Source: an optimization exercise on an open RTL-to-GDS flow (aim: small area). Production flows keep margins and buffers that such runs may drop.
Only simulation tests tie the RTL to the original design; equivalence was not proved.
Power figures rest on the tool's default switching activity, not on a simulated workload.

[flow/run.sh]
#!/bin/bash
# synth_recipe.tcl (not shown) runs the flow's synth.tcl, then flattens the netlist and writes it again
# the make line also repeats each setting of config.mk as NAME=value (left out here)
make -C /OpenROAD-flow-scripts/flow DESIGN_CONFIG=/design/flow/config.mk WORK_HOME=/design/flow/orfs CLKGATE_MAP_FILE= SYNTH_SCRIPT=/design/flow/synth_recipe.tcl finish
[flow/constraint.sdc]
create_clock -name core_clock -period 12.0 [get_ports {clk}]
set_input_delay 2.4000 -clock core_clock [delete_from_list [all_inputs] [get_ports {clk}]]
set_output_delay 2.4000 -clock core_clock [all_outputs]
set_load 0.01 [all_outputs]
[flow/design.v]
package fir_pkg;
  localparam int unsigned DEF_DATA_W = 16;
  localparam int unsigned DEF_COEF_W = 18;
  localparam int unsigned DEF_TAPS   = 102;
  localparam int unsigned NDIG  = DEF_COEF_W / 2;
  localparam int unsigned ACC_W = 25;
endpackage
module fir_coef_ram #(
  parameter int unsigned DEPTH  = 4,
  parameter int unsigned COEF_W = 18,
  parameter int unsigned AW     = 2
) (
  input  logic              clk,
  input  logic              rst,
  input  logic              we,
  input  logic [AW-1:0]     waddr,
  input  logic [COEF_W-1:0] wdata,
  input  logic [AW-1:0]     ph_next,    
  output logic [COEF_W-1:0] head
);
  logic [DEPTH-1:0][COEF_W-1:0] mem_q;
  logic [AW:0]                  diff;
  logic [AW-1:0]                wslot;
  logic                         wvalid;
  logic [COEF_W-1:0]            wd;
  assign diff   = {1'b0, waddr} - {1'b0, ph_next};
  assign wslot  = diff[AW] ? AW'(diff[AW-1:0] + AW'(DEPTH)) : diff[AW-1:0];
  assign wvalid = we && (waddr < AW'(DEPTH));
  assign wd     = wdata & {COEF_W{!rst}};
  assign head   = mem_q[0];
  always_ff @(posedge clk) begin
    for (int unsigned i = 0; i < DEPTH; i++) begin
      if (rst || (wvalid && (wslot == AW'(i)))) mem_q[i] <= wd;
      else                                      mem_q[i] <= mem_q[(i + 1) % DEPTH];
    end
  end
endmodule
module fir_symm_tdm #(
  parameter int unsigned DATA_W    = fir_pkg::DEF_DATA_W,
  parameter int unsigned COEF_W    = fir_pkg::DEF_COEF_W,
  parameter int unsigned TAPS      = fir_pkg::DEF_TAPS,
  parameter int unsigned OUT_SHIFT = 16
) (
  input  logic                          clk,
  input  logic                          rst,
  input  logic                          clear,
  input  logic                          in_valid,
  output logic                          in_ready,
  input  logic [DATA_W-1:0]             in_data,
  input  logic                          coef_we,
  input  logic [5:0]                    coef_addr,
  input  logic [COEF_W-1:0]             coef_wdata,
  output logic                          out_valid,
  output logic [DATA_W-1:0]             out_data,
  output logic                          out_sat
);
  localparam int unsigned H     = TAPS / 2;
  localparam int unsigned AW    = 6;
  localparam int unsigned NDIG  = fir_pkg::NDIG;
  localparam int unsigned ACC_W = fir_pkg::ACC_W;
  localparam logic signed [ACC_W-1:0] RND_C = ACC_W'(1) << (OUT_SHIFT - 1);
  typedef enum logic [1:0] {
    ST_IDLE = 2'd0,
    ST_ZERO = 2'd1,
    ST_ADJ  = 2'd2,
    ST_PASS = 2'd3
  } state_e;
  state_e        st_q;
  logic [AW-1:0] ph_q, ph_d;    
  logic [6:0]    cnt_q;         
  logic [3:0]    dig_q;         
  logic          out_valid_q;
  logic          accept;
  logic          ph_last;
  logic          len_a;         
  logic          ld_b;          
  logic          short_b;       
  assign ph_last  = (ph_q == AW'(H - 1));
  assign ph_d     = ph_last ? '0 : ph_q + AW'(1);
  assign in_ready = (st_q == ST_IDLE) && ph_last && !clear && !rst;
  assign accept   = in_valid && in_ready;
  assign len_a    = (st_q == ST_ADJ) && (cnt_q < 7'(H + 1));
  assign ld_b     = (st_q == ST_ZERO) || ((st_q == ST_ADJ) && (cnt_q == '0));
  assign short_b  = (st_q == ST_ADJ) && (cnt_q != '0) && (cnt_q < 7'(H));
  always_ff @(posedge clk or posedge rst) begin
    if (rst) begin
      st_q        <= ST_ZERO;
      ph_q        <= '0;
      cnt_q       <= '0;
      dig_q       <= '0;
      out_valid_q <= 1'b0;
    end else begin
      ph_q        <= ph_d;
      out_valid_q <= 1'b0;
      if (clear) begin
        st_q  <= ST_ZERO;
        cnt_q <= '0;
      end else begin
        case (st_q)
          ST_ZERO: begin
            cnt_q <= cnt_q + 7'd1;
            if (cnt_q == 7'(TAPS + 2)) st_q <= ST_IDLE;
          end
          ST_IDLE: begin
            if (accept) begin
              st_q  <= ST_ADJ;
              cnt_q <= '0;
            end
          end
          ST_ADJ: begin
            cnt_q <= cnt_q + 7'd1;
            if (cnt_q == 7'(TAPS - 1)) begin
              st_q  <= ST_PASS;
              dig_q <= '0;
            end
          end
          default: begin   
            if (ph_last) begin
              dig_q <= dig_q + 4'd1;
              if (dig_q == 4'(NDIG - 1)) begin
                st_q        <= ST_IDLE;
                out_valid_q <= 1'b1;
              end
            end
          end
        endcase
      end
    end
  end
  logic [H-1:0][DATA_W-1:0] ra_q;
  logic [DATA_W-1:0]        xa_q;
  logic [H-2:0][DATA_W-1:0] rb_q;
  logic [DATA_W-1:0]        yb_q;
  logic [DATA_W-1:0]        a_in;
  always_comb begin
    if (st_q == ST_ZERO) a_in = '0;
    else if (len_a)      a_in = xa_q;
    else if (accept)     a_in = in_data;
    else                 a_in = ra_q[0];
  end
  always_ff @(posedge clk) begin
    for (int unsigned i = 0; i + 1 < H; i++) ra_q[i] <= ra_q[i+1];
    ra_q[H-1] <= a_in;
    xa_q      <= ra_q[0];
    for (int unsigned i = 0; i + 2 < H; i++) rb_q[i] <= rb_q[i+1];
    rb_q[H-2] <= short_b ? rb_q[0] : yb_q;
    if (ld_b)          yb_q <= xa_q;
    else if (!short_b) yb_q <= rb_q[0];
  end
  logic [COEF_W-1:0] c_head;
  logic [COEF_W:0]   coef_x;     
  logic [2:0]        bwin;
  fir_coef_ram #(
    .DEPTH  (H),
    .COEF_W (COEF_W),
    .AW     (AW)
  ) u_coef_ram (
    .clk     (clk),
    .rst     (rst),
    .we      (coef_we),
    .waddr   (coef_addr),
    .wdata   (coef_wdata),
    .ph_next (ph_d),
    .head    (c_head)
  );
  assign coef_x = {c_head, 1'b0};
  always_comb begin
    bwin = '0;
    for (int unsigned d = 0; d < NDIG; d++) begin
      if (dig_q == 4'(d)) bwin = coef_x[2*d +: 3];
    end
  end
  logic signed [DATA_W:0]   pre;
  logic                     b_neg, b_two, b_one;
  logic signed [DATA_W+1:0] pmag;
  logic signed [ACC_W-1:0]  acc_q, acc_src, acc_add;
  assign pre   = $signed({ra_q[0][DATA_W-1], ra_q[0]}) + $signed({rb_q[0][DATA_W-1], rb_q[0]});
  assign b_neg = bwin[2] && !(bwin[1] && bwin[0]);
  assign b_one = bwin[1] ^ bwin[0];
  assign b_two = (bwin == 3'b011) || (bwin == 3'b100);
  always_comb begin
    if (b_two)      pmag = {pre, 1'b0};
    else if (b_one) pmag = {pre[DATA_W], pre};
    else            pmag = '0;
    acc_add = ACC_W'(pmag) ^ {ACC_W{b_neg}};
    if (st_q != ST_PASS || (ph_q == '0 && dig_q == '0)) acc_src = RND_C;
    else if (ph_q == '0)                                acc_src = acc_q >>> 2;
    else                                                acc_src = acc_q;
  end
  always_ff @(posedge clk) begin
    acc_q <= acc_src + acc_add + ACC_W'(b_neg);
  end
  logic sat_hi, sat_lo;
  assign sat_hi    = !acc_q[ACC_W-1] && (acc_q[ACC_W-2:DATA_W-1] != '0);
  assign sat_lo    =  acc_q[ACC_W-1] && (acc_q[ACC_W-2:DATA_W-1] != '1);
  assign out_valid = out_valid_q;
  assign out_sat   = sat_hi || sat_lo;
  assign out_data  = sat_hi ? {1'b0, {(DATA_W-1){1'b1}}} :
                     sat_lo ? {1'b1, {(DATA_W-1){1'b0}}} : acc_q[DATA_W-1:0];
endmodule
[flow/config.mk]
export PLATFORM = sky130hd
export DESIGN_NAME = fir_symm_tdm
export DESIGN_NICKNAME = fir_symm_tdm
export VERILOG_FILES = /design/flow/design.v
export SDC_FILE = /design/flow/constraint.sdc
export NUM_CORES = 4
export LEC_CHECK = 0
export ABC_AREA = 1
export CAP_MARGIN = 20
export CORE_MARGIN = 2
export CORE_UTILIZATION = 60
export SLEW_MARGIN = 20
==> results of run 1 <==
## worst max-delay path, cell delays in order
cell and delay (ps):
clkdlybuf4s50_1 570, inv_1 190, nand2_1 80, nor3_2 140, buf_4 250, clkdlybuf4s50_1 570
## cells by family after synthesis
kind of cell,share of synthesized area (%)
xor+xnor,0.8439
fa+ha+maj,1.189
flops,77.02
simple gates,8.103
buf+inv,3.188
compound gates,9.652
## per-layer routing
| metal | vias up | wire length, µm | GRT usage, % | share of wire [%] |
|---|---|---|---|---|
| li1 | 18850 | - | - | - |
| met1 | 17210 | 57430 | 28.85 | 50 |
| met2 | 536 | 51210 | 31.42 | 44 |
| met3 | 199 | 4393 | 3.103 | 3.8 |
| met4 | 0 | 2600 | 6.773 | 2.2 |
| met5 | - | 0 | 0 | 0 |
## Yosys cell counts, drive strengths merged, types with 2 or more instances
| library cell | number | share of area, % |
|---|---|---|
| a221oi | 2 | 0.026 |
| o21ai | 1003 | 7.4 |
| ha | 60 | 1.1 |
| a21o | 5 | 0.055 |
| clkbuf | 177 | 0.97 |
| a21oi | 108 | 1.3 |
| nand3 | 99 | 0.74 |
| or2 | 4 | 0.037 |
| nand2 | 1162 | 6.4 |
| o22ai | 7 | 0.064 |
| xor2 | 53 | 0.71 |
| a31oi | 13 | 0.22 |
| xnor2 | 8 | 0.13 |
| o21a | 5 | 0.055 |
| and2 | 2 | 0.018 |
| o31ai | 3 | 0.040 |
| fa | 3 | 0.088 |
| inv | 215 | 1.2 |
| o2111ai | 2 | 0.026 |
| o21bai | 6 | 0.066 |
| buf | 108 | 1.0 |
| dfrtp | 19 | 0.70 |
| a211oi | 17 | 0.19 |
| nor4 | 6 | 0.055 |
| o211ai | 17 | 0.19 |
| dfxtp | 2575 | 76 |
| nor3 | 27 | 0.23 |
| edfxtp | 16 | 0.70 |
| nor2 | 88 | 0.49 |
| nand4 | 12 | 0.11 |
## power by group through the flow
stage	logic [µW]	clock network [µW]	registers, µW
floorplan	1290	0	11600
global placement	1750	0	11800
detailed placement	1760	0	11900
CTS	1780	7550	11800
global route	2010	7920	11900
finish	1780	7390	11700
## sequential cells by signal (all words and copies together), names as in the netlist
signal            count
u_coef_ram.mem_q    918
xa_q                 16
st_q                  2
yb_q                 16
rb_q                800
out_valid_q           1
ph_q                  6
ra_q                816
cnt_q                 7
dig_q                 4
acc_q                25
## through the flow
stage / setup WS, ps / area (µm²) / hold WS (ps) / instances
floorplan: 6302 / 68200 / 309.6 / 5831
finish: 5381 / 77540 / 271.4 / 7557
CTS: 5387 / 77410 / 263.4 / 7547
detailed placement: 5396 / 69570 / 312.1 / 7130
global placement: 5402 / 69560 / 309.6 / 7130
global route: 5313 / 77520 / 284.1 / 7552
## layout make-up
cell class,count,area share [%]
flip-flops and latches,2611,67.75
multi-input cells,2719,17.52
clock buffers,324,8.293
well taps,1500,2.421
clock inverters,93,1.815
repair buffers,89,1.134
inverters,216,1.046
diodes,5,0.01614
## cell usage in the layout, fill, tap and decap left out, types with 24 or more instances in the layout
| cell | count |
|---|---|
| a21oi_1 | 72 |
| a21oi_4 | 28 |
| bufinv_16 | 25 |
| clkbuf_1 | 54 |
| clkbuf_16 | 223 |
| clkbuf_8 | 47 |
| clkdlybuf4s50_1 | 62 |
| clkinv_2 | 39 |
| dfxtp_1 | 2575 |
| ha_1 | 60 |
| inv_1 | 204 |
| nand2_1 | 1142 |
| nand3_1 | 97 |
| nor2_1 | 87 |
| nor3_1 | 24 |
| o21ai_0 | 769 |
| o21ai_1 | 233 |
| xor2_1 | 50 |
## path summary, 6_finish.rpt
| kind | slack [ps] | startpoint | cells past startpoint | end |
|---|---|---|---|---|
| worst max-delay path | 5380 | clear | 6 | in_ready |
| worst min-delay path | 270 | ra_q[753]$_DFF_P_ | 0 | ra_q[737]$_DFF_P_ |
| worst max register to register | 6610 | dig_q[2]$_DFFE_PP0P_ | 26 | acc_q[24]$_DFF_P_ |
| worst min register to register | 270 | ra_q[753]$_DFF_P_ | 0 | ra_q[737]$_DFF_P_ |
| max in group asynchronous | 9300 | rst | 3 | ph_q[0]$_DFF_PP0_ |
| min in group asynchronous | 1640 | rst | 2 | cnt_q[2]$_DFFE_PP0P_ |
==> results.rst, run 1 <==
.. list-table::
   :header-rows: 1

   * - Metric
     - Value
   * - Run status
     - no timing/DRC/antenna violations
   * - Final number of hold-violating endpoints
     - 0
   * - Required @ worst endpoint
     - 9600 ps
   * - Worst setup skew after layout
     - 63.13 ps
   * - IO Count
     - 64
   * - Routability congestion estimate from global placement
     - 0.8946
   * - Share of final-layout standard cells stronger than drive strength 1
     - 7.915%
   * - Worst vdd rail ir drop
     - 0.0001788 V
   * - Setup repair after global routing missed its margin
     - false
   * - Number of optimization iterations in the first detailed-route pass
     - 5
   * - Layout Utilization
     - 68.83%
   * - Type of the most critical hold path
     - register to register
   * - Fraction of registers with async set/reset
     - 0.7660%
   * - Transition time at the pin with the least slew margin
     - 1163 ps
   * - Synth cell types
     - 60
   * - Number of synthesized flops with an enable pin
     - 16
   * - Final setup violating endpoints
     - 0
   * - Part of the power in registers
     - 56.1%
   * - Period utilization
     - 55.16%
   * - Slew Viols, Final
     - 0
   * - Cell-internal power
     - 15,970 µW
   * - Die Footprint
     - 0.1164 mm²
   * - Global route overflow
     - 0
   * - Syn. warnings
     - 2
   * - Flip-flop cell with the highest count after synthesis
     - dfxtp_1
   * - Initial antenna violation count
     - 2
   * - Cell area after technology mapping
     - 0.06820 mm²
   * - Height of the chip
     - 341.2 µm
   * - Via count of the first global-routing pass
     - 35,470
   * - Area used by sequential logic in the layout
     - 0.05253 mm²
   * - Largest net degree at the start of global routing
     - 51
   * - Comb power frac
     - 8.5%
   * - Arrival time reported for the critical path endpoint
     - 4220 ps
   * - Share of the yosys chip area belonging to registers
     - 77.02%
   * - Syn-to-layout area delta
     - 13.69%
   * - Overall die width
     - 341.2 µm
   * - Clock Sink Count
     - 2,611
   * - Aggregate global-route resource usage
     - 20.13%
   * - Average detailed-routed wire length per instance
     - 15.30 µm
   * - Ratio of routed vias to standard cells
     - 4.870
   * - Wirelength, routed
     - 115.6 mm
   * - Largest fanout on the critical path
     - 17
   * - CTS buffer count
     - 223
   * - Cells after Synth
     - 5,831
   * - Category of the most critical setup path
     - primary input to output port
   * - Max-cap violations
     - 0
   * - Final total negative setup slack
     - 0 ps
   * - Row Count
     - 123
   * - Yosys reg bits
     - 2,611
   * - Element type at the critical path start
     - primary input
   * - Overall via count from detail_route
     - 36,800
   * - Core area
     - 0.1127 mm²
   * - Leakage component of the power
     - 0.03176 µW
   * - Gates resized, CTS repair
     - 0
   * - Crit path time final
     - 6619 ps
   * - Area of the multi-input gates
     - 0.01359 mm²
   * - Buffers on Ports
     - 63
   * - Power after layout
     - 20,870 µW
   * - Number of filler instances in the final layout
     - 8,361
   * - Clock Root Buffer
     - clkbuf_16
   * - Number of design rule violations left after detail routing
     - 0
   * - Post-Syn Area per Cell
     - 11.70 µm²
   * - Post-CTS setup buffer count
     - 0
   * - Endpoint class of the critical path
     - output port
   * - Nets in the synthesized netlist
     - 5,939
   * - Nets
     - 5,968
   * - Power per Cell Area
     - 269.2 mW/mm²
   * - Maximum achievable frequency
     - 151.1 MHz
   * - Starting Density
     - 60.54%
   * - HPWL after detailed placement
     - 67.19 mm
   * - Number of nets with antenna violations after detailed routing
     - 0
   * - TritonCTS clock tree
     - built
   * - Worst slew slack as a fraction of its limit
     - 21.67%
   * - Htree depth
     - 4
   * - Global-route wire length before repair
     - 188.3 mm
   * - Count of hold buffers inserted by post-cts repair
     - 0
   * - Switch Pwr
     - 4899 µW
   * - Iteration-0 DRC count of the detailed router
     - 2,174
   * - Clock edge transition at the registers on the reported setup and hold paths
     - 60 ps
   * - Switching portion of total power
     - 23.47%
   * - Clk network pwr share
     - 35.4%
   * - Clk buf depth
     - 3
   * - Later-pin clock latency in the skew report
     - 820 ps
==> run 2, diff against run 1 <==
==> flow/flow/run.sh (new file) <==
#!/bin/bash
# Standard layout, with clock tree synthesis told not to add dummy loads.
set -euo pipefail
export CTS_ARGS="-sink_clustering_enable -repair_clock_nets -dont_use_dummy_load"
bash standard.sh > standard_flow.log 2>&1
==> flow/standard.sh (new file) <==
#!/bin/bash
# synth_recipe.tcl (not shown) runs the flow's synth.tcl, then flattens the netlist and writes it again
# the make line also repeats each setting of config.mk as NAME=value (left out here)
make -C /OpenROAD-flow-scripts/flow DESIGN_CONFIG=/design/flow/config.mk WORK_HOME=/design/flow/orfs CLKGATE_MAP_FILE= SYNTH_SCRIPT=/design/flow/synth_recipe.tcl "${@:-finish}"
removed: flow/run.sh
==> results.rst, run 2 <==
.. list-table::
   :header-rows: 1

   * - Metric
     - Value
   * - Period utilization
     - 55.12% (about the same)
   * - Cell area after technology mapping
     - 0.06820 mm² (unchanged)
   * - Synth cell types
     - 60 (unchanged)
   * - Final total negative setup slack
     - 0 ps (unchanged)
   * - Nets in the synthesized netlist
     - 5,939 (unchanged)
   * - Row Count
     - 123 (unchanged)
   * - Required @ worst endpoint
     - 9600 ps (about the same)
   * - Global-route wire length before repair
     - 187.1 mm (-0.60%)
   * - Routability congestion estimate from global placement
     - 0.8946 (unchanged)
   * - Power per Cell Area
     - 258.2 mW/mm² (-4.1%)
   * - Gates resized, CTS repair
     - 0 (unchanged)
   * - Clk network pwr share
     - 30.6% (-4.8 points)
   * - Largest stage delay on the critical path
     - 580 ps (about the same)
   * - Worst slew slack as a fraction of its limit
     - 17.14% (-4.5 points)
   * - Cell-internal power
     - 14,920 µW (-6.6%)
   * - Overall via count from detail_route
     - 36,410 (-1.1%)
   * - Switch Pwr
     - 4515 µW (-7.8%)
   * - TritonCTS clock tree
     - built
   * - Clock Root Buffer
     - clkbuf_16
   * - Yosys reg bits
     - 2,611 (unchanged)
   * - Cell chain of the critical path
     - clkdlybuf4s50_1, inv_1, nand2_1, nor3_2, buf_4, clkdlybuf4s50_1
   * - Leading cell type in the layout, fill and taps excluded
     - dfxtp_1
   * - Comb power frac
     - 9.2% (+0.7 points)
   * - Type of the most critical hold path
     - register to register
   * - Final number of hold-violating endpoints
     - 0 (unchanged)
   * - Slew Viols, Final
     - 0 (unchanged)
   * - Number of optimization iterations in the first detailed-route pass
     - 5 (unchanged)
   * - HPWL after detailed placement
     - 67.19 mm (unchanged)
   * - Height of the chip
     - 341.2 µm (unchanged)
   * - Run status
     - no timing/DRC/antenna violations
   * - Ratio of routed vias to standard cells
     - 4.946 (+1.6%)
   * - Buffers on Ports
     - 63 (unchanged)
   * - CTS buffer count
     - 223 (unchanged)
   * - Number of nets with antenna violations after detailed routing
     - 0 (unchanged)
   * - Core area
     - 0.1127 mm² (unchanged)
   * - Leakage component of the power
     - 0.03068 µW (-3.4%)
   * - Part of the power in registers
     - 60.2% (+4.1 points)
   * - Register containing the most flip-flops in the final layout
     - u_coef_ram.mem_q
   * - Switching portion of total power
     - 23.23% (-0.24 points)
   * - Maximum achievable frequency
     - 151.2 MHz (about the same)
   * - Later-pin clock latency in the skew report
     - 810 ps (about the same)
   * - Starting Density
     - 60.54% (unchanged)
   * - Wirelength, routed
     - 114.8 mm (-0.75%)
   * - Crit-path slowest cell
     - clkdlybuf4s50_1
   * - Number of design rule violations left after detail routing
     - 0 (unchanged)
   * - Initial antenna violation count
     - 2 (unchanged)
   * - Final setup violating endpoints
     - 0 (unchanged)
   * - Syn-to-layout area delta
     - 10.37%
   * - Largest net degree at the start of global routing
     - 51 (unchanged)
   * - Most used cell along the critical path
     - clkdlybuf4s50_1
   * - Endpoint class of the critical path
     - output port
   * - Cells after Synth
     - 5,831 (unchanged)
   * - Category of the most critical setup path
     - primary input to output port
   * - Htree depth
     - 4 (unchanged)
   * - Global route overflow
     - 0 (unchanged)
   * - Via count of the first global-routing pass
     - 35,100 (-1.0%)
   * - IO Count
     - 64 (unchanged)
   * - Area share of the largest cell type after synthesis
     - 75.58% (unchanged)
   * - Crit path time final
     - 6614 ps (-4.830 ps)
   * - Post-CTS setup buffer count
     - 0 (unchanged)
   * - Die Footprint
     - 0.1164 mm² (unchanged)
   * - Overall die width
     - 341.2 µm (unchanged)
   * - Aggregate global-route resource usage
     - 20.05% (-0.083 points)
   * - Flip-flop cell with the highest count after synthesis
     - dfxtp_1
   * - Transition time at the pin with the least slew margin
     - 1230 ps (+67.33 ps)
   * - Largest fanout on the critical path
     - 17 (unchanged)
   * - Layout Utilization
     - 66.82% (-2.0 points)
   * - Post-Syn Area per Cell
     - 11.70 µm² (unchanged)
   * - Worst vdd rail ir drop
     - 0.0001888 V (+5.6%)
   * - Delay-heaviest family, CP
     - buffers and inverters
   * - Share of final-layout standard cells stronger than drive strength 1
     - 5.838% (-2.1 points)
   * - Clk buf depth
     - 3 (unchanged)
   * - Syn. warnings
     - 2 (unchanged)
   * - Power after layout
     - 19,440 µW (-6.9%)
   * - Commonest cells after routing, fill and taps aside
     - 2,575 x dfxtp_1, 1,142 x nand2_1, 769 x o21ai_0, 233 x o21ai_1, 223 x clkbuf_16
   * - Clock edge transition at the registers on the reported setup and hold paths
     - 60 ps (about the same)
   * - Iteration-0 DRC count of the detailed router
     - 2,257 (+3.8%)
   * - Nets
     - 5,968 (unchanged)
   * - Top cell type by total area after synthesis
     - dfxtp_1
   * - Max-cap violations
     - 0 (unchanged)
   * - Element type at the critical path start
     - primary input
   * - Synth cell count leaders
     - 2,575 x dfxtp_1, 1,160 x nand2_1, 769 x o21ai_0, 233 x o21ai_1, 204 x inv_1
   * - Most frequent cell after synthesis
     - dfxtp_1
   * - Setup repair after global routing missed its margin
     - false
   * - Worst setup skew after layout
     - 97.25 ps (+34.13 ps)
   * - Number of synthesized flops with an enable pin
     - 16 (unchanged)
   * - Share of the yosys chip area belonging to registers
     - 77.02% (unchanged)
   * - Number of buffers and inverters on the critical path
     - 4 (unchanged)
   * - Registers with the highest flip-flop counts
     - u_coef_ram.mem_q (918), ra_q (816), rb_q (800)
   * - Leading post-synthesis cells by cell area
     - dfxtp_1 76%, nand2_1 6.4%, o21ai_0 5.6%, o21ai_1 1.7%, inv_1 1.1%
   * - Fraction of registers with async set/reset
     - 0.7660% (unchanged)
   * - Largest register FFs
     - 918 (unchanged)
   * - Average detailed-routed wire length per instance
     - 15.59 µm (+1.9%)
   * - Count of hold buffers inserted by post-cts repair
     - 0 (unchanged)
   * - Clock Sink Count
     - 2,611 (unchanged)
   * - Arrival time reported for the critical path endpoint
     - 4210 ps (about the same)
## run 2: cell counts after synthesis
No cell type changed its count.
## run 2: cell families after synthesis
family	after synthesis	share of synthesized area, %
adders and majority gates	63	1.189
AOI/OAI and AO/OA	1193	9.652
DFF	2611	77.02
buffers and inverters	501	3.188
xor gates and xnor gates	61	0.8439
and+or+nand+nor	1402	8.103
## run 2: area by class of cell
class,count,area [µm²]
flip-flops and latches,2611,52530
well taps,1500,1877
inverters,216,810.8
repair buffers,89,879.6
fillers,8605,37380
clock buffers,223,5580
diodes,3,7.507
multi-input cells,2719,13590
## run 2: metrics by stage
| step | setup WS (ps) | std cells | hold slack, ps | area, µm² |
|---|---|---|---|---|
| 5_1_grt | 5313 | 7358 | 248.7 | 75270 |
| 3_3_place_gp | 5402 | 7130 | 309.6 | 69560 |
| 4_1_cts | 5387 | 7353 | 243.7 | 75150 |
| 3_5_place_dp | 5396 | 7130 | 312.1 | 69570 |
| 6_report | 5386 | 7361 | 251.7 | 75270 |
| 2_1_floorplan | 6302 | 5831 | 309.6 | 68200 |
## run 2: power groups by stage
stage | logic (µW) | clock network, µW | registers [µW]
after floorplan | 1290 | 0 | 11600
after global placement | 1750 | 0 | 11800
after detailed placement | 1760 | 0 | 11900
after CTS | 1780 | 6110 | 11800
after global routing | 2010 | 6460 | 11900
final | 1780 | 5950 | 11700
## run 2: worst paths after layout
check                                      start                    to  slack [ps]  cells past startpoint
worst max-delay path                       clear              in_ready        5390                      6
worst min-delay path            ra_q[78]$_DFF_P_      ra_q[62]$_DFF_P_         250                      0
worst max register to register   ra_q[0]$_DFF_P_     acc_q[24]$_DFF_P_        6560                     28
worst min register to register  ra_q[78]$_DFF_P_      ra_q[62]$_DFF_P_         250                      0
max in group asynchronous                    rst     ph_q[3]$_DFF_PP0_        9270                      3
min in group asynchronous                    rst  cnt_q[3]$_DFFE_PP0P_        1660                      2
## run 2: routing by layer
layer	GRT usage, %	up-vias	part of all wire, %
met5	0	-	0
met4	6.287	0	2.3
met3	3.303	204	3.7
met2	31.33	539	44
met1	28.74	16990	50
li1	-	18680	-
==> run 3, diff against run 2 <==
==> flow/flow/run.sh (replaced) <==
#!/bin/bash
# Standard layout, with clock tree synthesis told not to add dummy loads.
set -euo pipefail
export CTS_ARGS="-sink_clustering_enable -repair_clock_nets -dont_use_dummy_load -sink_clustering_size 20 -sink_clustering_max_diameter 50"
bash standard.sh > standard_flow.log 2>&1
==> results.rst, run 3 <==
.. list-table::
   :header-rows: 1

   * - Metric
     - Value
   * - Run status
     - no timing/DRC/antenna violations
   * - Global route overflow
     - 0 (unchanged)
   * - Clock Sink Count
     - 2,611 (unchanged)
   * - Later-pin clock latency in the skew report
     - 770 ps (-40 ps)
   * - Non-Filler Cell Area, Final
     - 0.07395 mm² (-1.8%)
   * - Maximum achievable frequency
     - 150.9 MHz (-0.16%)
   * - Arrival time reported for the critical path endpoint
     - 4230 ps (+20 ps)
   * - Htree depth
     - 4 (unchanged)
   * - Synth cell count leaders
     - 2,575 x dfxtp_1, 1,160 x nand2_1, 769 x o21ai_0, 233 x o21ai_1, 204 x inv_1
   * - IO Count
     - 64 (unchanged)
   * - Height of the chip
     - 341.2 µm (unchanged)
   * - Critical register-to-register path endpoint
     - acc_q[24]$_DFF_P_
   * - Number of optimization iterations in the first detailed-route pass
     - 5 (unchanged)
   * - Nets
     - 5,915 (-0.89%)
   * - Nets in the synthesized netlist
     - 5,939 (unchanged)
   * - Registers with the highest flip-flop counts
     - u_coef_ram.mem_q (918), ra_q (816), rb_q (800)
   * - Slew Viols, Final
     - 0 (unchanged)
   * - Fraction of registers with async set/reset
     - 0.7660% (unchanged)
   * - Syn. warnings
     - 2 (unchanged)
   * - Worst vdd rail ir drop
     - 0.0001824 V (-3.4%)
   * - Gates resized, CTS repair
     - 0 (unchanged)
   * - Max-cap violations
     - 0 (unchanged)
   * - Largest register FFs
     - 918 (unchanged)
   * - Endpoint class of the critical path
     - output port
   * - Leading post-synthesis cells by cell area
     - dfxtp_1 76%, nand2_1 6.4%, o21ai_0 5.6%, o21ai_1 1.7%, inv_1 1.1%
   * - Average detailed-routed wire length per instance
     - 15.38 µm (-1.4%)
   * - Area share of the largest cell type after synthesis
     - 75.58% (unchanged)
   * - Min-Delay Endpoint
     - rb_q[135]$_DFF_P_
   * - Type of the most critical hold path
     - register to register
   * - Power after layout
     - 18,490 µW (-4.9%)
   * - TritonCTS clock tree
     - built
   * - Row Count
     - 123 (unchanged)
   * - Wirelength, routed
     - 112.4 mm (-2.1%)
   * - Largest fanout on the critical path
     - 17 (unchanged)
   * - Reg-to-reg startpoint
     - ra_q[0]$_DFF_P_
   * - Starting Density
     - 60.54% (unchanged)
   * - Transition time at the pin with the least slew margin
     - 1222 ps (-8.053 ps)
   * - Worst setup skew after layout
     - 77.70 ps (-19.55 ps)
   * - Iteration-0 DRC count of the detailed router
     - 2,161 (-4.3%)
   * - Largest net degree at the start of global routing
     - 51 (unchanged)
   * - Hold path depth
     - 0 (unchanged)
   * - Ratio of routed vias to standard cells
     - 4.930 (-0.33%)
   * - Synth cell types
     - 60 (unchanged)
   * - Final setup violating endpoints
     - 0 (unchanged)
   * - Power per Cell Area
     - 250.0 mW/mm² (-3.2%)
   * - Number of synthesized flops with an enable pin
     - 16 (unchanged)
   * - Post-CTS setup buffer count
     - 0 (unchanged)
   * - Category of the most critical setup path
     - primary input to output port
   * - Final total negative setup slack
     - 0 ps (unchanged)
   * - Number of filler instances in the final layout
     - 8,777 (+2.0%)
   * - Element type at the critical path start
     - primary input
   * - Aggregate global-route resource usage
     - 19.56% (-0.49 points)
   * - Required @ worst endpoint
     - 9600 ps (about the same)
   * - Syn-to-layout area delta
     - 8.426%
   * - Cell area after technology mapping
     - 0.06820 mm² (unchanged)
   * - Hold wc startpoint
     - rb_q[151]$_DFF_P_
   * - Number of nets with antenna violations after detailed routing
     - 0 (unchanged)
   * - Core area
     - 0.1127 mm² (unchanged)
   * - Number of cells on the worst reg-to-reg path
     - 28 (unchanged)
   * - Overall via count from detail_route
     - 36,030 (-1.0%)
   * - Flip-flop cell with the highest count after synthesis
     - dfxtp_1
   * - Commonest cells after routing, fill and taps aside
     - 2,575 x dfxtp_1, 1,142 x nand2_1, 769 x o21ai_0, 233 x o21ai_1, 204 x inv_1
   * - HPWL after detailed placement
     - 67.19 mm (unchanged)
   * - Register containing the most flip-flops in the final layout
     - u_coef_ram.mem_q
   * - Via count of the first global-routing pass
     - 34,210 (-2.5%)
   * - Count of hold buffers inserted by post-cts repair
     - 0 (unchanged)
   * - Placed standard-cell area
     - 0.06957 mm² (unchanged)
   * - Final number of hold-violating endpoints
     - 0 (unchanged)
   * - Die Footprint
     - 0.1164 mm² (unchanged)
   * - Yosys reg bits
     - 2,611 (unchanged)
   * - Most frequent cell after synthesis
     - dfxtp_1
   * - Cells after Synth
     - 5,831 (unchanged)
   * - Post-Syn Area per Cell
     - 11.70 µm² (unchanged)
   * - Crit path time final
     - 6625 ps (+10.65 ps)
   * - Register-to-Register Setup Slack
     - 6630 ps (+70 ps)
   * - Overall die width
     - 341.2 µm (unchanged)
   * - Leading cell type in the layout, fill and taps excluded
     - dfxtp_1
   * - Post-Place Worst Slack
     - 5396 ps (unchanged)
   * - CTS buffer count
     - 169 (-24%)
   * - Clk buf depth
     - 3 (unchanged)
   * - Buffers on Ports
     - 63 (unchanged)
   * - Setup repair after global routing missed its margin
     - false
   * - Layout Utilization
     - 65.64% (-1.2 points)
   * - Post-route worst setup slack
     - 5375 ps (-10.65 ps)
   * - Top cell type by total area after synthesis
     - dfxtp_1
   * - Initial antenna violation count
     - 1 (-1)
   * - Period utilization
     - 55.21% (+0.089 points)
   * - Share of final-layout standard cells stronger than drive strength 1
     - 4.978% (-0.86 points)
   * - Clock Root Buffer
     - clkbuf_16
   * - Worst slew slack as a fraction of its limit
     - 17.68% (+0.54 points)
   * - Share of the yosys chip area belonging to registers
     - 77.02% (unchanged)
   * - Global-route wire length before repair
     - 182.9 mm (-2.3%)
   * - Clock edge transition at the registers on the reported setup and hold paths
     - 70 ps (about the same)
   * - Routability congestion estimate from global placement
     - 0.8946 (unchanged)
   * - Leakage component of the power
     - 0.03002 µW (-2.1%)
   * - Number of design rule violations left after detail routing
     - 0 (unchanged)
[run 3: changes by cell type in the layout (fill, tap and decap cells not counted)]
cell,change
buf_16,+1
diode_2,+1
clkbuf_16,-54
nand2_2,+1
nand2_4,-1
[run 3: area by class of cell]
| type | count | area, µm² | share of cell area, % |
|---|---|---|---|
| sequential | 2611 | 52530 | 71.04 |
| antenna | 4 | 10.01 | 0.01354 |
| tap | 1500 | 1877 | 2.538 |
| inverter | 216 | 810.8 | 1.096 |
| multi-input combinational | 2719 | 13580 | 18.37 |
| timing repair buffer | 90 | 907.1 | 1.227 |
| clock buffer | 169 | 4229 | 5.719 |
[run 3: per-layer routing]
| layer | track usage [%] | share of wire [%] |
|---|---|---|
| met1 | 28.38 | 51 |
| met2 | 30.37 | 44 |
| met3 | 3.053 | 3.5 |
| met4 | 5.965 | 2.4 |
| met5 | 0 | 0 |
[run 3: how the worst max path moves through the flow]
stage | start | to | slack (ps)
final | clear | in_ready | 5370
after global routing | clear | in_ready | 5310
after CTS | clear | in_ready | 5390
after detailed placement | clear | in_ready | 5400
after global placement | clear | in_ready | 5400
after floorplan | rst | in_ready | 6300
[run 3: through the flow]
step / hold slack [ps] / instances
after floorplan: 309.6 / 5831
after global placement: 309.6 / 7130
after detailed placement: 312.1 / 7130
after CTS: 280.3 / 7299
after global routing: 283.2 / 7305
final: 288.8 / 7309
[run 3: kinds of logic (layout without fill, tap and decap cells)]
kind of cell | count (synthesis) | in the layout | share of synthesized area, %
fa+ha+maj | 63 | 63 | 1.189
buf+inv | 501 | 475 | 3.188
other cells | 0 | 4 | 0
flops | 2611 | 2611 | 77.02
compound gates | 1193 | 1193 | 9.652
xor+xnor | 61 | 61 | 0.8439
simple gates | 1402 | 1402 | 8.103
[run 3: worst max-delay path: stages]
cell	delay [ps]
clkdlybuf4s50_1	580
inv_1	190
nand2_1	80
nor3_2	140
buf_4	250
clkdlybuf4s50_1	570
[run 3: power breakdown]
part	internal [µW]	switching, µW
combinational	587	1190
sequential	11100	596
clock	2480	2540
total	14200	4330
==> run 4, diff against run 3 <==
==> flow/flow/run.sh (replaced) <==
#!/bin/bash
# Standard layout, with clock tree synthesis told not to add dummy loads.
set -euo pipefail
export CTS_ARGS="-sink_clustering_enable -repair_clock_nets -dont_use_dummy_load -sink_clustering_size 28 -sink_clustering_max_diameter 60"
bash standard.sh > standard_flow.log 2>&1
==> results.rst, run 4 <==
.. list-table::
   :header-rows: 1

   * - Metric
     - Value
   * - Transition time at the pin with the least slew margin
     - 1112 ps (-109.9 ps)
   * - Initial antenna violation count
     - 1 (unchanged)
   * - Flip-flop cell with the highest count after synthesis
     - dfxtp_1
   * - Element type at the critical path start
     - primary input
   * - Leakage component of the power
     - 0.02963 µW (-1.3%)
   * - Largest stage delay on the critical path
     - 580 ps (about the same)
   * - Top cell type by total area after synthesis
     - dfxtp_1
   * - Global routing usage on met2
     - 30.19% (-0.18 points)
   * - Share of synthesized cell area in and, or, nand and nor gates
     - 8.103% (unchanged)
   * - Cell area after technology mapping
     - 0.06820 mm² (unchanged)
   * - Most used cell along the critical path
     - clkdlybuf4s50_1
   * - Row Count
     - 123 (unchanged)
   * - Arrival time reported for the critical path endpoint
     - 4220 ps (about the same)
   * - Core area
     - 0.1127 mm² (unchanged)
   * - Compound-Gate Fraction of Synth Area
     - 9.652% (unchanged)
   * - Number of nets with antenna violations after detailed routing
     - 0 (unchanged)
   * - Post-Place Worst Slack
     - 5396 ps (unchanged)
   * - Starting Density
     - 60.54% (unchanged)
   * - Required @ worst endpoint
     - 9600 ps (about the same)
   * - Comb power frac
     - 9.9% (+0.3 points)
   * - Part of the power in registers
     - 65.0% (+1.8 points)
   * - Later-pin clock latency in the skew report
     - 770 ps (about the same)
   * - Largest net degree at the start of global routing
     - 51 (unchanged)
   * - Leading cell type in the layout, fill and taps excluded
     - dfxtp_1
   * - Switch Pwr
     - 4235 µW (-2.2%)
   * - Number of optimization iterations in the first detailed-route pass
     - 7 (+2)
   * - Cells after Synth
     - 5,831 (unchanged)
   * - Syn. warnings
     - 2 (unchanged)
   * - GR Util met3
     - 2.807% (-0.25 points)
   * - Final setup violating endpoints
     - 0 (unchanged)
   * - Routability congestion estimate from global placement
     - 0.8946 (unchanged)
   * - Height of the chip
     - 341.2 µm (unchanged)
   * - Register-to-Register Setup Slack
     - 6610 ps (-20 ps)
   * - Worst setup skew after layout
     - 76.73 ps (-0.9761 ps)
   * - Most frequent cell after synthesis
     - dfxtp_1
   * - Power per Cell Area
     - 245.3 mW/mm² (-1.9%)
   * - Registers with the highest flip-flop counts
     - u_coef_ram.mem_q (918), ra_q (816), rb_q (800)
   * - HPWL after detailed placement
     - 67.19 mm (unchanged)
   * - Share of final-layout standard cells stronger than drive strength 1
     - 4.452% (-0.53 points)
   * - Area of the multi-input gates
     - 0.01358 mm² (unchanged)
   * - Final non-filler cell total
     - 7,278 (-0.42%)
   * - Crit path time final
     - 6623 ps (-2.060 ps)
   * - Type of the most critical hold path
     - register to register
   * - IO Count
     - 64 (unchanged)
   * - Global route overflow
     - 0 (unchanged)
   * - Adder-cell area share of the yosys netlist
     - 1.189% (unchanged)
   * - Overall die width
     - 341.2 µm (unchanged)
   * - Post-route worst setup slack
     - 5377 ps (+2.060 ps)
   * - Largest register FFs
     - 918 (unchanged)
   * - Global-route layer with the greatest usage
     - met2
   * - Die Footprint
     - 0.1164 mm² (unchanged)
   * - Nets
     - 5,883 (-0.54%)
   * - Clock edge transition at the registers on the reported setup and hold paths
     - 100 ps (+30 ps)
   * - Number of placed instances, taps included
     - 7,130 (unchanged)
   * - Clk network pwr share
     - 25.1% (-2.1 points)
   * - Synth cell types
     - 60 (unchanged)
   * - Met1 Usage GRT
     - 28.19% (-0.19 points)
   * - Cell-internal power
     - 13,710 µW (-3.1%)
   * - Multiplexer share of the synthesized area
     - 0% (unchanged)
   * - Synth cell count leaders
     - 2,575 x dfxtp_1, 1,160 x nand2_1, 769 x o21ai_0, 233 x o21ai_1, 204 x inv_1
   * - Via count of the first global-routing pass
     - 33,770 (-1.3%)
   * - Slew Viols, Final
     - 0 (unchanged)
   * - Overall via count from detail_route
     - 35,880 (-0.42%)
   * - Final number of hold-violating endpoints
     - 0 (unchanged)
   * - Final total negative setup slack
     - 0 ps (unchanged)
   * - Area used by sequential logic in the layout
     - 0.05253 mm² (unchanged)
   * - Nets in the synthesized netlist
     - 5,939 (unchanged)
   * - Clock Root Buffer
     - clkbuf_16
   * - Xor-xnor portion of the synthesized cell area
     - 0.8439% (unchanged)
   * - Power after layout
     - 17,950 µW (-2.9%)
   * - Worst slew slack as a fraction of its limit
     - 25.87% (+8.2 points)
   * - Average detailed-routed wire length per instance
     - 15.34 µm (-0.20%)
   * - Run status
     - no timing/DRC/antenna violations
   * - Register containing the most flip-flops in the final layout
     - u_coef_ram.mem_q
   * - Number of filler instances in the final layout
     - 8,895 (+1.3%)
   * - Clock Sink Count
     - 2,611 (unchanged)
   * - Global-route wire length before repair
     - 180.9 mm (-1.0%)
   * - Buffers on Ports
     - 63 (unchanged)
   * - Post-CTS setup buffer count
     - 0 (unchanged)
   * - Number of synthesized flops with an enable pin
     - 16 (unchanged)
   * - Leading post-synthesis cells by cell area
     - dfxtp_1 76%, nand2_1 6.4%, o21ai_0 5.6%, o21ai_1 1.7%, inv_1 1.1%
   * - Maximum achievable frequency
     - 151.0 MHz (about the same)
   * - Ratio of routed vias to standard cells
     - 4.930 (about the same)
   * - Max-cap violations
     - 0 (unchanged)
   * - Wirelength, routed
     - 111.7 mm (-0.62%)
   * - Number of design rule violations left after detail routing
     - 0 (unchanged)
   * - Share of the yosys chip area belonging to registers
     - 77.02% (unchanged)
   * - TritonCTS clock tree
     - built
   * - Cell chain of the critical path
     - clkdlybuf4s50_1, inv_1, nand2_1, nor3_2, buf_4, clkdlybuf4s50_1
   * - Yosys reg bits
     - 2,611 (unchanged)
   * - Period utilization
     - 55.19% (about the same)
   * - CTS buffer count
     - 138 (-18%)
   * - Crit-path slowest cell
     - clkdlybuf4s50_1
   * - Gates resized, CTS repair
     - 0 (unchanged)
   * - Fraction of registers with async set/reset
     - 0.7660% (unchanged)
   * - Aggregate global-route resource usage
     - 19.38% (-0.18 points)
   * - Endpoint class of the critical path
     - output port
   * - Switching portion of total power
     - 23.60% (+0.17 points)
   * - Count of hold buffers inserted by post-cts repair
     - 0 (unchanged)
   * - Area share of the largest cell type after synthesis
     - 75.58% (unchanged)
   * - Htree depth
     - 4 (unchanged)
   * - Layout Utilization
     - 64.94% (-0.70 points)
   * - Post-Syn Area per Cell
     - 11.70 µm² (unchanged)
   * - Commonest cells after routing, fill and taps aside
     - 2,575 x dfxtp_1, 1,142 x nand2_1, 769 x o21ai_0, 233 x o21ai_1, 204 x inv_1
   * - Clk buf depth
     - 3 (unchanged)
   * - Setup repair after global routing missed its margin
     - false
   * - Combinational family with the most area after synthesis
     - compound AO/OA/AOI/OAI gates
   * - Iteration-0 DRC count of the detailed router
     - 2,217 (+2.6%)
   * - Syn-to-layout area delta
     - 7.263%
   * - Largest fanout on the critical path
     - 17 (unchanged)
   * - Category of the most critical setup path
     - primary input to output port
   * - Worst vdd rail ir drop
     - 0.0001919 V (+5.2%)
run 4: power groups by stage:
stage / Sequential [µW] / Clock, µW / Combinational, µW
2_1_floorplan: 11600 / 0 / 1290
3_3_place_gp: 11800 / 0 / 1750
3_5_place_dp: 11900 / 0 / 1760
4_1_cts: 11700 / 4650 / 1770
5_1_grt: 11900 / 4950 / 2010
6_report: 11700 / 4500 / 1770
run 4: cells by family (layout without fill, tap and decap cells):
kind of cell	Yosys count	count (layout)
flops	2611	2611
xor+xnor	61	61
buf+inv	501	443
other cells	0	5
simple gates	1402	1402
compound gates	1193	1193
fa+ha+maj	63	63
run 4: through the flow:
stage	area, µm²	hold slack (ps)
6_report	73160	278.5
5_1_grt	73140	273.1
4_1_cts	73030	269.6
3_5_place_dp	69570	312.1
3_3_place_gp	69560	309.6
2_1_floorplan	68200	309.6
run 4: final timing paths:
check                                           from                   end  cells after the start
worst max-delay path                           clear              in_ready                      6
worst min-delay path               rb_q[409]$_DFF_P_     rb_q[393]$_DFF_P_                      0
worst max register to register  dig_q[2]$_DFFE_PP0P_     acc_q[24]$_DFF_P_                     26
worst min register to register     rb_q[409]$_DFF_P_     rb_q[393]$_DFF_P_                      0
max in group asynchronous                        rst     ph_q[3]$_DFF_PP0_                      3
min in group asynchronous                        rst  cnt_q[3]$_DFFE_PP0P_                      2
run 4: area by class of cell:
| class | count | share of cell area [%] |
|---|---|---|
| Antenna cell | 5 | 0.01710 |
| Clock buffer | 138 | 4.721 |
| Inverter | 216 | 1.108 |
| Tap cell | 1500 | 2.566 |
| Multi-Input combinational cell | 2719 | 18.57 |
| Timing Repair Buffer | 89 | 1.213 |
| Sequential cell | 2611 | 71.81 |
run 4: metal layers:
layer	part of all wire, %	routed length (µm)
met1	51	56460
met2	43	48430
met3	3.6	4036
met4	2.5	2756
met5	0	0
run 4: worst max-delay path: cells and delay by family:
kind	cells	cell delay, ps
buffers and inverters	4	1600
AND/OR/NAND/NOR	2	220
==> run 5, diff against run 4 <==
==> flow/flow/run.sh (replaced) <==
#!/bin/bash
# Standard layout, with clock tree synthesis told not to add dummy loads and to
# cluster up to 34 flip-flops per leaf buffer, and the smallest buffer on the ports.
set -euo pipefail
export CTS_ARGS="-sink_clustering_enable -repair_clock_nets -dont_use_dummy_load -sink_clustering_size 34 -sink_clustering_max_diameter 60"
export BUFFER_PORTS_ARGS="-buffer_cell sky130_fd_sc_hd__buf_1"
bash standard.sh > standard_flow.log 2>&1
--- a/flow/config.mk
+++ b/flow/config.mk
@@ -9,4 +9,4 @@
 export CAP_MARGIN = 20
 export CORE_MARGIN = 2
-export CORE_UTILIZATION = 60
+export CORE_UTILIZATION = 70
 export SLEW_MARGIN = 20
==> results.rst, run 5 <==
.. list-table::
   :header-rows: 1

   * - Metric
     - Value
   * - Fraction of registers with async set/reset
     - 0.7660% (unchanged)
   * - Register containing the most flip-flops in the final layout
     - u_coef_ram.mem_q
   * - Number of optimization iterations in the first detailed-route pass
     - 5 (-2)
   * - Global route overflow
     - 0 (unchanged)
   * - Crit path time final
     - 5852 ps (-771.3 ps)
   * - Iteration-0 DRC count of the detailed router
     - 2,447 (+10%)
   * - Final setup violating endpoints
     - 0 (unchanged)
   * - Leakage component of the power
     - 0.02921 µW (-1.4%)
   * - Row Count
     - 114 (-7.3%)
   * - Power per Cell Area
     - 246.4 mW/mm² (+0.45%)
   * - Initial antenna violation count
     - 5 (+4)
   * - Largest register FFs
     - 918 (unchanged)
   * - Clock edge transition at the registers on the reported setup and hold paths
     - 110 ps (about the same)
   * - Leading cell type in the layout, fill and taps excluded
     - dfxtp_1
   * - Post-Syn Area per Cell
     - 11.70 µm² (unchanged)
   * - Number of filler instances in the final layout
     - 6,426 (-28%)
   * - Clock Root Buffer
     - clkbuf_16
   * - Commonest cells after routing, fill and taps aside
     - 2,575 x dfxtp_1, 1,142 x nand2_1, 769 x o21ai_0, 233 x o21ai_1, 204 x inv_1
   * - Buffers on Ports
     - 63 (unchanged)
   * - Aggregate global-route resource usage
     - 23.90% (+4.5 points)
   * - Worst slew slack as a fraction of its limit
     - 23.17% (-2.7 points)
   * - Nets
     - 5,860 (-0.39%)
   * - Cells after Synth
     - 5,831 (unchanged)
   * - Number of buffers and inverters on the critical path
     - 3 (-1)
   * - Arrival time reported for the critical path endpoint
     - 3450 ps (-770 ps)
   * - Via count of the first global-routing pass
     - 35,240 (+4.3%)
   * - Share of the yosys chip area belonging to registers
     - 77.02% (unchanged)
   * - Setup repair after global routing missed its margin
     - false
   * - Transition time at the pin with the least slew margin
     - 1140 ps (+28.43 ps)
   * - Routability congestion estimate from global placement
     - 0.8588 (-4.0%)
   * - Ratio of routed vias to standard cells
     - 5.196 (+5.4%)
   * - Number of nets with antenna violations after detailed routing
     - 0 (unchanged)
   * - Endpoint class of the critical path
     - output port
   * - Yosys reg bits
     - 2,611 (unchanged)
   * - Clk buf depth
     - 3 (unchanged)
   * - Overall die width
     - 316.1 µm (-7.3%)
   * - Core area
     - 0.09657 mm² (-14%)
   * - Wirelength, routed
     - 119.0 mm (+6.5%)
   * - Final total negative setup slack
     - 0 ps (unchanged)
   * - Top cell type by total area after synthesis
     - dfxtp_1
   * - Synth cell types
     - 60 (unchanged)
   * - Number of synthesized flops with an enable pin
     - 16 (unchanged)
   * - Category of the most critical setup path
     - primary input to output port
   * - Number of design rule violations left after detail routing
     - 0 (unchanged)
   * - Run status
     - no timing/DRC/antenna violations
   * - Share of final-layout standard cells stronger than drive strength 1
     - 4.052% (-0.40 points)
   * - Leading post-synthesis cells by cell area
     - dfxtp_1 76%, nand2_1 6.4%, o21ai_0 5.6%, o21ai_1 1.7%, inv_1 1.1%
   * - Largest fanout on the critical path
     - 18 (+1)
   * - Syn-to-layout area delta
     - 5.518%
   * - Area share of the largest cell type after synthesis
     - 75.58% (unchanged)
   * - Clock Sink Count
     - 2,611 (unchanged)
   * - CTS buffer count
     - 120 (-13%)
   * - Delay-heaviest family, CP
     - buffers and inverters
   * - Flip-flop cell with the highest count after synthesis
     - dfxtp_1
   * - Period utilization
     - 48.76% (-6.4 points)
   * - Cell chain of the critical path
     - clkbuf_4, nor3_2, buf_4, buf_1
   * - Average detailed-routed wire length per instance
     - 16.93 µm (+10%)
   * - Htree depth
     - 3 (-1)
   * - Nets in the synthesized netlist
     - 5,939 (unchanged)
   * - Post-CTS setup buffer count
     - 0 (unchanged)
   * - Most frequent cell after synthesis
     - dfxtp_1
   * - Worst setup skew after layout
     - 89.32 ps (+12.59 ps)
   * - Count of hold buffers inserted by post-cts repair
     - 0 (unchanged)
   * - Cell area after technology mapping
     - 0.06820 mm² (unchanged)
   * - Global-route wire length before repair
     - 188.7 mm (+4.3%)
   * - Die Footprint
     - 0.09994 mm² (-14%)
   * - Crit-path slowest cell
     - clkbuf_4
   * - Worst vdd rail ir drop
     - 0.0001710 V (-11%)
   * - Type of the most critical hold path
     - register to register
   * - Slew Viols, Final
     - 0 (unchanged)
   * - HPWL after detailed placement
     - 69.10 mm (+2.8%)
   * - Non-Filler Cell Area, Final
     - 0.07197 mm² (-1.6%)
   * - Registers with the highest flip-flop counts
     - u_coef_ram.mem_q (918), ra_q (816), rb_q (800)
   * - Element type at the critical path start
     - primary input
   * - Required @ worst endpoint
     - 9600 ps (about the same)
   * - Max-cap violations
     - 0 (unchanged)
   * - Synth cell count leaders
     - 2,575 x dfxtp_1, 1,160 x nand2_1, 769 x o21ai_0, 233 x o21ai_1, 204 x inv_1
   * - Placed standard-cell area
     - 0.06890 mm² (-0.96%)
   * - Largest net degree at the start of global routing
     - 51 (unchanged)
   * - Later-pin clock latency in the skew report
     - 740 ps (-30 ps)
   * - Maximum achievable frequency
     - 170.9 MHz (+13%)
   * - Gates resized, CTS repair
     - 0 (unchanged)
   * - IO Count
     - 64 (unchanged)
   * - Final number of hold-violating endpoints
     - 0 (unchanged)
   * - TritonCTS clock tree
     - built
   * - Height of the chip
     - 316.1 µm (-7.3%)
   * - Overall via count from detail_route
     - 36,520 (+1.8%)
   * - Syn. warnings
     - 2 (unchanged)
   * - Starting Density
     - 70.63% (+10 points)
   * - Largest stage delay on the critical path
     - 320 ps (-260 ps)
==> run 5: cell count changes in the layout (fill, tap and decap cells not counted), moves of 2 or more <==
cell and delta:
buf_1 +62, buf_16 -2, clkdlybuf4s50_1 -62, nand2_2 -3, nand2_4 +3, diode_2 -4
a21oi_4 +2, a21oi_2 -2, buf_4 -3, clkbuf_16 -18
==> run 5: per-stage QoR <==
step                setup slack [ps]  util, %  total power, µW  instances  hold slack, ps
floorplan                       6302        -            12880       5831           309.6
global placement                5946    71.34            13510       6904           309.5
detailed placement              5964    71.35            13620       6904           312.1
CTS                             6132    74.46            17870       7024           244.9
global route                    6057    74.52            18530       7026           251.2
finish                          6148    74.53            17740       7027           256.8
==> run 5: final cells by class <==
class	instances	area, µm²	area share (%)
clock buffers	120	3003	4.173
inverters	216	810.8	1.127
repair buffers	84	414.1	0.5755
diodes	1	2.502	0.003477
flip-flops and latches	2611	52530	73.00
well taps	1276	1597	2.218
multi-input cells	2719	13610	18.91
==> run 5: path summary, 6_finish.rpt <==
kind                            slack [ps]  cells past startpoint         startpoint                   end
worst max-delay path                  6150                      4                rst              in_ready
worst min-delay path                   260                      0  ra_q[483]$_DFF_P_     ra_q[467]$_DFF_P_
worst max register to register        6540                     24    ra_q[0]$_DFF_P_     acc_q[24]$_DFF_P_
worst min register to register         260                      0  ra_q[483]$_DFF_P_     ra_q[467]$_DFF_P_
min in group asynchronous             2020                      2                rst  dig_q[3]$_DFFE_PP0P_
max in group asynchronous             8920                      3                rst     ph_q[3]$_DFF_PP0_
==> run 5: logic make-up (layout without fill, tap and decap cells) <==
| logic type | Yosys count | in the layout | synth area share [%] |
|---|---|---|---|
| AO/OA/AOI/OAI | 1193 | 1193 | 9.652 |
| buffers and inverters | 501 | 420 | 3.188 |
| AND/OR/NAND/NOR | 1402 | 1402 | 8.103 |
| flip-flops | 2611 | 2611 | 77.02 |
| XOR/XNOR | 61 | 61 | 0.8439 |
| other | 0 | 1 | 0 |
| adder cells (fa/ha/maj) | 63 | 63 | 1.189 |
==> run 5: worst register-to-register path, cell delays in order, from the launching register on <==
cell and delay (ps):
dfxtp_1 560, ha_1 240, inv_1 60, fa_1 400, inv_1 70, a31oi_1 180, o21ai_0 470, nand2_1 90
nand2_1 70, a21oi_1 80, o21ai_0 290, xor2_1 270, a22oi_1 140, xor2_1 210, ha_1 490, nand4_1 130
nor3_1 270, nand4_1 150, nand3_1 190, nand3_1 100, nand2_1 100, a31oi_1 140, o21ai_0 240, xor2_1 220
xor2_1 170
==> run 5: power breakdown <==
group	internal, µW	switching (µW)	total (µW)
sequential	11100	702	11800
combinational	529	1200	1730
clock	1780	2440	4210
total	13400	4340	17700
==> run 5: layer usage <==
layer	GRT usage, %	wire, µm
met3	3.375	4726
met1	33.09	55390
met4	6.161	2736
met2	39.92	56100
met5	0	25
==> run 6, diff against run 5 <==
--- a/flow/design.v
+++ b/flow/design.v
@@ -31,6 +31,7 @@
   always_ff @(posedge clk) begin
     for (int unsigned i = 0; i < DEPTH; i++) begin
-      if (rst || (wvalid && (wslot == AW'(i)))) mem_q[i] <= wd;
-      else                                      mem_q[i] <= mem_q[(i + 1) % DEPTH];
+      if (rst || (wvalid && (wslot == AW'(i)))) mem_q[i] <= (i % 2 == 1) ? ~wd : wd;
+      else if (i + 1 == DEPTH)                  mem_q[i] <= mem_q[0];
+      else                                      mem_q[i] <= ~mem_q[i + 1];
     end
   end
==> flow/flow/run.sh (replaced) <==
#!/bin/bash
# The standard layout (standard.sh) with three changes:
#  - synthesis is the standard flow's own script, except that ABC maps the logic with
#    flow/abc_area.script, an area-only mapping (flip-flops are not touched);
#  - clock tree synthesis adds no dummy loads and clusters up to 30 flip-flops
#    within 55 um per leaf buffer;
#  - the port buffers are the smallest buffer cell.
# All tool output goes to standard_flow.log and to the ORFS logs under orfs/logs.
set -euo pipefail
work=$PWD
std=$(sed -n 's/.* SYNTH_SCRIPT=\([^ ]*\) .*/\1/p' standard.sh)
[[ -n "$std" ]]
cat > my_synth.tcl <<TCL
proc abc {args} {
  set i [lsearch -exact \$args -script]
  if {\$i >= 0} { lset args [expr {\$i + 1}] $work/flow/abc_area.script }
  yosys abc {*}\$args
}
source $std
TCL
sed "s# SYNTH_SCRIPT=[^ ]* # SYNTH_SCRIPT=$work/my_synth.tcl #" standard.sh > my_standard.sh
grep -q "SYNTH_SCRIPT=$work/my_synth.tcl" my_standard.sh
export CTS_ARGS="-sink_clustering_enable -repair_clock_nets -dont_use_dummy_load -sink_clustering_size 30 -sink_clustering_max_diameter 55"
export BUFFER_PORTS_ARGS="-buffer_cell sky130_fd_sc_hd__buf_1"
bash my_standard.sh > standard_flow.log 2>&1
==> flow/flow/abc_area.script (new file) <==
strash;dch;map -a;amap
--- a/flow/config.mk
+++ b/flow/config.mk
@@ -9,4 +9,5 @@
 export CAP_MARGIN = 20
 export CORE_MARGIN = 2
-export CORE_UTILIZATION = 70
+export CORE_UTILIZATION = 75
+export PLACE_DENSITY = 0.8
 export SLEW_MARGIN = 20
==> results.rst, run 6 <==
.. list-table::
   :header-rows: 1

   * - Metric
     - Value
   * - Via count of the first global-routing pass
     - 36,860 (+4.6%)
   * - Syn-to-layout area delta
     - 8.922%
   * - Crit path time final
     - 9017 ps (+3165 ps)
   * - Placed standard-cell area
     - 0.06598 mm² (-4.2%)
   * - Nets in the synthesized netlist
     - 4,595 (-23%)
   * - Htree depth
     - 4 (+1)
   * - Crit-path slowest cell
     - clkinv_1
   * - IO Count
     - 64 (unchanged)
   * - Top cell type by total area after synthesis
     - dfxtp_1
   * - Type of the most critical hold path
     - register to register
   * - Final total negative setup slack
     - 0 ps (unchanged)
   * - Endpoint class of the critical path
     - register
   * - Height of the chip
     - 295.3 µm (-6.6%)
   * - Overall die width
     - 295.3 µm (-6.6%)
   * - Clock edge transition at the registers on the reported setup and hold paths
     - 90 ps (-20 ps)
   * - Die Footprint
     - 0.08718 mm² (-13%)
   * - Maximum achievable frequency
     - 110.9 MHz (-35%)
   * - Global route overflow
     - 0 (unchanged)
   * - Overall via count from detail_route
     - 36,920 (+1.1%)
   * - Share of the yosys chip area belonging to registers
     - 82.56% (+5.5 points)
   * - Number of nets with antenna violations after detailed routing
     - 0 (unchanged)
   * - Flip-flop cell with the highest count after synthesis
     - dfxtp_1
   * - Ratio of routed vias to standard cells
     - 6.249 (+20%)
   * - Cell area after technology mapping
     - 0.06363 mm² (-6.7%)
   * - Transition time at the pin with the least slew margin
     - 1177 ps (+36.46 ps)
   * - Syn. warnings
     - 2 (unchanged)
   * - Arrival time reported for the critical path endpoint
     - 9660 ps (+6210 ps)
   * - Synth cell count leaders
     - 2,575 x dfxtp_1, 875 x o22ai_1, 223 x clkinv_1, 141 x nor2_1, 125 x o21ai_0
   * - Fraction of registers with async set/reset
     - 0.7660% (unchanged)
   * - Largest net degree at the start of global routing
     - 69 (+35%)
   * - Aggregate global-route resource usage
     - 33.19% (+9.3 points)
   * - TritonCTS clock tree
     - built
   * - Run status
     - no timing/DRC/antenna violations
   * - Setup repair after global routing missed its margin
     - false
   * - Clock Root Buffer
     - clkbuf_16
   * - HPWL after detailed placement
     - 80.15 mm (+16%)
   * - Largest fanout on the critical path
     - 29 (+11)
   * - Power per Cell Area
     - 263.0 mW/mm² (+6.7%)
   * - Worst setup skew after layout
     - 59.41 ps (-29.91 ps)
   * - Element type at the critical path start
     - register
   * - Registers with the highest flip-flop counts
     - u_coef_ram.mem_q (918), ra_q (816), rb_q (800)
   * - Period utilization
     - 75.14% (+26 points)
   * - Post-Syn Area per Cell
     - 14.18 µm² (+21%)
   * - Initial antenna violation count
     - 10 (+5)
   * - Wirelength, routed
     - 145.0 mm (+22%)
   * - Share of final-layout standard cells stronger than drive strength 1
     - 4.949% (+0.90 points)
   * - Post-CTS setup buffer count
     - 0 (unchanged)
   * - Leading post-synthesis cells by cell area
     - dfxtp_1 81%, o22ai_1 8.6%, clkinv_1 1.3%, ha_1 1.2%, a22oi_1 0.99%
   * - Synth cell types
     - 49 (-18%)
   * - Nets
     - 4,879 (-17%)
   * - Area share of the largest cell type after synthesis
     - 81.02% (+5.4 points)
   * - Max-cap violations
     - 0 (unchanged)
   * - Largest stage delay on the critical path
     - 670 ps (+350 ps)
   * - Number of optimization iterations in the first detailed-route pass
     - 14 (+9)
   * - Starting Density
     - 75.91% (+5.3 points)
   * - Global-route wire length before repair
     - 218.5 mm (+16%)
   * - Slew Viols, Final
     - 0 (unchanged)
   * - CTS buffer count
     - 131 (+9.2%)
   * - Commonest cells after routing, fill and taps aside
     - 2,575 x dfxtp_1, 875 x o22ai_1, 222 x clkinv_1, 141 x nor2_1, 131 x clkbuf_16
   * - Iteration-0 DRC count of the detailed router
     - 3,941 (+61%)
   * - Required @ worst endpoint
     - 12,640 ps (+3040 ps)
   * - Worst slew slack as a fraction of its limit
     - 20.71% (-2.5 points)
   * - Final setup violating endpoints
     - 0 (unchanged)
   * - Category of the most critical setup path
     - register to register
   * - Leading cell type in the layout, fill and taps excluded
     - dfxtp_1
   * - Most frequent cell after synthesis
     - dfxtp_1
   * - Worst vdd rail ir drop
     - 0.0001889 V (+10%)
   * - Yosys reg bits
     - 2,611 (unchanged)
   * - Most used cell along the critical path
     - clkinv_1
   * - Cells after Synth
     - 4,487 (-23%)
   * - Count of hold buffers inserted by post-cts repair
     - 0 (unchanged)
   * - Number of design rule violations left after detail routing
     - 0 (unchanged)
   * - Buffers on Ports
     - 63 (unchanged)
   * - Final number of hold-violating endpoints
     - 0 (unchanged)
   * - Row Count
     - 106 (-7.0%)
   * - Average detailed-routed wire length per instance
     - 24.55 µm (+45%)
   * - Register containing the most flip-flops in the final layout
     - u_coef_ram.mem_q
   * - Clk buf depth
     - 3 (unchanged)
   * - Core area
     - 0.08382 mm² (-13%)
   * - WHS
     - 292.6 ps (+35.83 ps)
   * - Later-pin clock latency in the skew report
     - 760 ps (+20 ps)
   * - Register-to-Register Setup Slack
     - 2980 ps (-3560 ps)
   * - Largest register FFs
     - 918 (unchanged)
   * - Routability congestion estimate from global placement
     - 0.9671 (+13%)
   * - Number of synthesized flops with an enable pin
     - 16 (unchanged)
   * - Gates resized, CTS repair
     - 0 (unchanged)
   * - Non-Filler Cell Area, Final
     - 0.06931 mm² (-3.7%)
   * - Leakage component of the power
     - 0.02716 µW (-7.0%)
   * - Clock Sink Count
     - 2,611 (unchanged)
[run 6: cell families after synthesis]
group	after synthesis	synth area share (%)
compound gates	1262	12.64
xor+xnor	2	0.02753
fa+ha+maj	63	1.274
buf+inv	224	1.321
flops	2611	82.56
simple gates	325	2.177
[run 6: routing by layer]
metal | GRT usage, % | vias to the layer above | part of all wire [%]
met2 | 52.50 | 2270 | 46
met3 | 7.247 | 616 | 9.0
met5 | 0 | - | 0.035
met1 | 42.83 | 17530 | 39
met4 | 18.70 | 8 | 6.0
li1 | - | 16500 | -
[run 6: worst paths after layout]
check                                     startpoint                   end  cells after the start
worst max register to register  dig_q[3]$_DFFE_PP0P_     acc_q[24]$_DFF_P_                     36
min in group asynchronous                        rst  cnt_q[4]$_DFFE_PP0P_                      2
worst max-delay path            dig_q[3]$_DFFE_PP0P_     acc_q[24]$_DFF_P_                     36
worst min-delay path               rb_q[669]$_DFF_P_     rb_q[653]$_DFF_P_                      0
max in group asynchronous                        rst   st_q[0]$_DFFE_PP1P_                      2
worst min register to register     rb_q[669]$_DFF_P_     rb_q[653]$_DFF_P_                      0
[run 6: cell type report]
class	instances	area [µm²]
antenna	5	12.51
clock buffer	131	3278
fill	4047	14520
inverter	223	837.1
multi-input combinational	1652	10300
sequential	2611	52530
tap	1134	1419
timing repair buffer	152	924.6
[run 6: metrics by stage]
| step | worst slack [ps] | util [%] | std cells | power (µW) |
|---|---|---|---|---|
| final | 2983 | 82.68 | 5908 | 18230 |
| after global routing | 2668 | 82.67 | 5905 | 18850 |
| after global placement | 4206 | 78.72 | 5771 | 13380 |
| after detailed placement | 3893 | 78.72 | 5771 | 13640 |
| after floorplan | 2961 | - | 4487 | 12720 |
| after CTS | 3398 | 82.63 | 5902 | 18180 |
[run 6: report_power, final]
group / internal [µW] / leakage, µW / switching [µW]
Sequential: 10800 / 0.0218 / 747
Combinational: 675 / 0.00373 / 1490
Clock: 1950 / 0.00161 / 2530
Total: 13500 / 0.0272 / 4770
[run 6: worst max-delay path: cells and delay by family, from the launching register on]
| kind | cells | cell delay [ps] |
|---|---|---|
| AOI/OAI and AO/OA | 17 | 4230 |
| adders and majority gates | 1 | 270 |
| buffers and inverters | 8 | 1820 |
| DFF | 1 | 460 |
| and+or+nand+nor | 10 | 2170 |

==> re-timing with driven ports <==
The results above use ideal ports. As a check the final layouts listed here were re-extracted and re-timed, cells and wires unchanged.
Step 1, drivers: a clkbuf_16 drives clk and a buf_2 each remaining input, both assumed.
Step 2, shift: input delay + t, output delay - t, t = (earliest + latest rising clock arrival at the registers) / 2. This alone moves slack from input paths to output paths.
Slacks: no drivers / after step 1 / after step 2; pairs: no drivers / after step 1.
run | t (ns) | setup slack, ns | clock arrival spread, ns | worst data-port slew with drivers (ns)
run 1 | 0.865 | 5.381 / 5.326 / 5.326 | 0.065 / 0.065 | 0.13
run 2 | 0.838 | 5.386 / 5.336 / 5.336 | 0.113 / 0.113 | 0.13
run 3 | 0.803 | 5.375 / 5.323 / 5.323 | 0.084 / 0.084 | 0.15
run 4 | 0.794 | 5.377 / 5.322 / 5.322 | 0.100 / 0.100 | 0.16
run 5 | 0.772 | 6.148 / 6.124 / 5.908 | 0.097 / 0.097 | 0.14
run 6 | 0.793 | 2.983 / 2.983 / 2.983 | 0.080 / 0.080 | 0.15
After both steps setup and hold are still met in every run listed. The setup slack of run 5, which loses most, moves by -0.024 ns with the drivers and by -0.240 ns with both steps.
